This design comes from an exercise in tuning for small area, a short achievable clock period and few clock cycles per item on the open sky130 flow, not from production work. At most, simulation tests tie the RTL to the original design; equivalence was not proved. Power is estimated from default activity; no workload was simulated.

==> flow/design.v (excerpt) <==
module fp_add_top (
    input  logic        sys_clk,
    input  logic        sys_rst_n,
    input  logic [31:0] data1_in,
    input  logic [31:0] data2_in,
    input  logic        op,
    input  logic        trig,
    output logic [31:0] data_out,
    output logic        vld
);
Size in the first run: ~2300 cells after synthesis, roughly 100 I/O pins, ~13000 um^2 of cells after synthesis.
Settings: LEC_CHECK=0, ABC_AREA=1, CAP_MARGIN=20, CORE_MARGIN=2, CORE_UTILIZATION=40, SETUP_SLACK_MARGIN=1.5, SLEW_MARGIN=20; clock period 6.0 ns.
standard.sh (not shown) runs the stock make flow with config.mk's settings and CLKGATE_MAP_FILE= SYNTH_SCRIPT=/design/flow/synth_recipe.tcl, a recipe that flattens the netlist after the stock synthesis.
==> flow/flow/run.sh <==
#!/bin/bash
# Standard layout, with plain buffers on the ports instead of the delay
# cells the port buffering picks by default.
set -euo pipefail
bash standard.sh BUFFER_PORTS_ARGS="-buffer_cell sky130_fd_sc_hd__buf_1" SKIP_GATE_CLONING=1 finish > standard.log 2>&1
Rerun with:
--- a/flow/design.v
+++ b/flow/design.v
@@ -75,24 +75,24 @@
     input  logic [31:0] b,
     input  logic        op,
     output logic [27:0] p,         
     output logic [27:0] g,         
     output logic [7:0]  e,
     output logic        sub,
     output logic        s,
+    output logic        inf,
     output logic        nan
 );
     logic [7:0]  ea, eb;
     logic [22:0] fa, fb;
     logic        sa, sb;
     logic        za, zb;
     logic [23:0] ma, mb;
     logic        maxa, maxb;
     logic        nan_a, nan_b, inf_a, inf_b;
-    logic        inf;
     logic        a_lt;
     logic [8:0]  dab, dba;
     logic [7:0]  shift;
     logic [23:0] big_m;
     logic [23:0] small_m;
     logic [25:0] y_sh;
     logic [23:0] lost;
@@ -110,19 +110,19 @@
     assign mb = zb ? 24'd0 : {1'b1, fb};
     assign maxa  = (ea == 8'hFF);
     assign maxb  = (eb == 8'hFF);
     assign nan_a = maxa & (fa != 23'd0);
     assign nan_b = maxb & (fb != 23'd0);
     assign inf_a = maxa & (fa == 23'd0);
     assign inf_b = maxb & (fb == 23'd0);
-    assign sub  = (sa ^ sb) & ~inf;
+    assign sub  = sa ^ sb;
     assign a_lt = {ea, fa} < {eb, fb};
-    assign nan = nan_a | nan_b | (inf_a & inf_b & (sa ^ sb));
+    assign nan = nan_a | nan_b | (inf_a & inf_b & sub);
     assign inf = inf_a | inf_b;
-    assign s   = a_lt ? sb : sa;
+    assign s   = inf ? (inf_a ? sa : sb) : (a_lt ? sb : sa);
     assign dab   = {1'b0, ea} - {1'b0, eb};
     assign dba   = {1'b0, eb} - {1'b0, ea};
     assign shift = dab[8] ? dba[7:0] : dab[7:0];
     assign big_m   = a_lt ? mb : ma;
     assign small_m = a_lt ? ma : mb;
     assign e       = a_lt ? eb : ea;
     assign far = shift[7:5] != 3'd0;
@@ -143,14 +143,15 @@
 `timescale 1ns/1ps
 module fp_add_stage2 (
     input  logic [27:0] p,         
     input  logic [27:0] g,
     input  logic [7:0]  e,
     input  logic        sub,
     input  logic        s,
+    input  logic        inf,
     input  logic        nan,
     output logic [31:0] result
 );
     logic [27:0] sum;
     logic        top;              
     logic        rnd_t, rnd_u;     
     logic [24:0] ones;             
@@ -248,14 +249,16 @@
             n_win[i] = ({2'b00, e} > 10'(27 - i));
         end
     end
     assign n_unf = ~|(sum[25:0] & n_win);
     always_comb begin
         if (nan) begin
             result = 32'hFFFF_FFFF;
+        end else if (inf) begin
+            result = {s, 8'hFF, 23'd0};
         end else if (near) begin
             if (sum[25:0] == 26'd0) begin
                 result = 32'd0;
             end else if (n_unf) begin
                 result = {s, 31'd0};
             end else begin
                 result = {s, n_exp[7:0], n_sh[24:2]};
@@ -283,42 +286,46 @@
     logic        busy;
     logic        accept;
     logic [27:0] p_d, p_q;         
     logic [27:0] g_d, g_q;         
     logic [7:0]  e_d, e_q;         
     logic        sub_d, sub_q;     
     logic        s_d, s_q;         
+    logic        inf_d, inf_q;     
     logic        nan_d, nan_q;     
     logic [31:0] result;
     assign accept = trig & ~busy;
     fp_add_stage1 u_s1 (
         .a   (data1_in),
         .b   (data2_in),
         .op  (op),
         .p   (p_d),
         .g   (g_d),
         .e   (e_d),
         .sub (sub_d),
         .s   (s_d),
+        .inf (inf_d),
         .nan (nan_d)
     );
     always_ff @(posedge sys_clk) begin
         p_q   <= p_d;
         g_q   <= g_d;
         e_q   <= e_d;
         sub_q <= sub_d;
         s_q   <= s_d;
+        inf_q <= inf_d;
         nan_q <= nan_d;
     end
     fp_add_stage2 u_s2 (
         .p      (p_q),
         .g      (g_q),
         .e      (e_q),
         .sub    (sub_q),
         .s      (s_q),
+        .inf    (inf_q),
         .nan    (nan_q),
         .result (result)
     );
     always_ff @(posedge sys_clk or negedge sys_rst_n) begin
         if (!sys_rst_n) begin
             busy     <= 1'b0;
             vld      <= 1'b0;
After rerunning: The changed run ran to the end with no violations; clock skew came out higher by 3.3 ps; power fell by 1.2%; setup slack improved by 4.1 ps; via count falls by 1.9%; routed wire length came out lower by 5.2%; clock power grows by 12%.
Testbench counts after the change, summed over its fixed seeds: cycles 16,000, items 8,000.
Function not checked in the first run of this note: the RTL went through the layout flow alone.

[afterwards: timing with drivers on the ports]
The flow's constraints put no driver on any port. The routed layouts listed below were extracted and timed again, unchanged, in two steps.
Step 1 assumes that a clkbuf_16 drives the clock port and a buf_2 every other input.
Step 2 moves the port delays by t, midway between the first and last clock arrival at a register: inputs arrive t later, outputs are due t later. That takes back most of the time a late clock gives input paths.
a / b / c = no drivers / after step 1 / after step 2; a / b = the first two.
run	shift t [ns]	setup slack, ns	worst setup path at the end	worst register clock-pin slew, ns
the first run	0.407	1.699 / 1.699 / 1.359	input to register	0.07 / 0.07
the second run	0.407	1.703 / 1.731 / 1.323	input to register	0.07 / 0.07
After both steps every run listed still meets setup and hold. For the second run, which loses most, drivers alone change the setup slack by +0.028 ns; drivers and shift together by -0.380 ns.
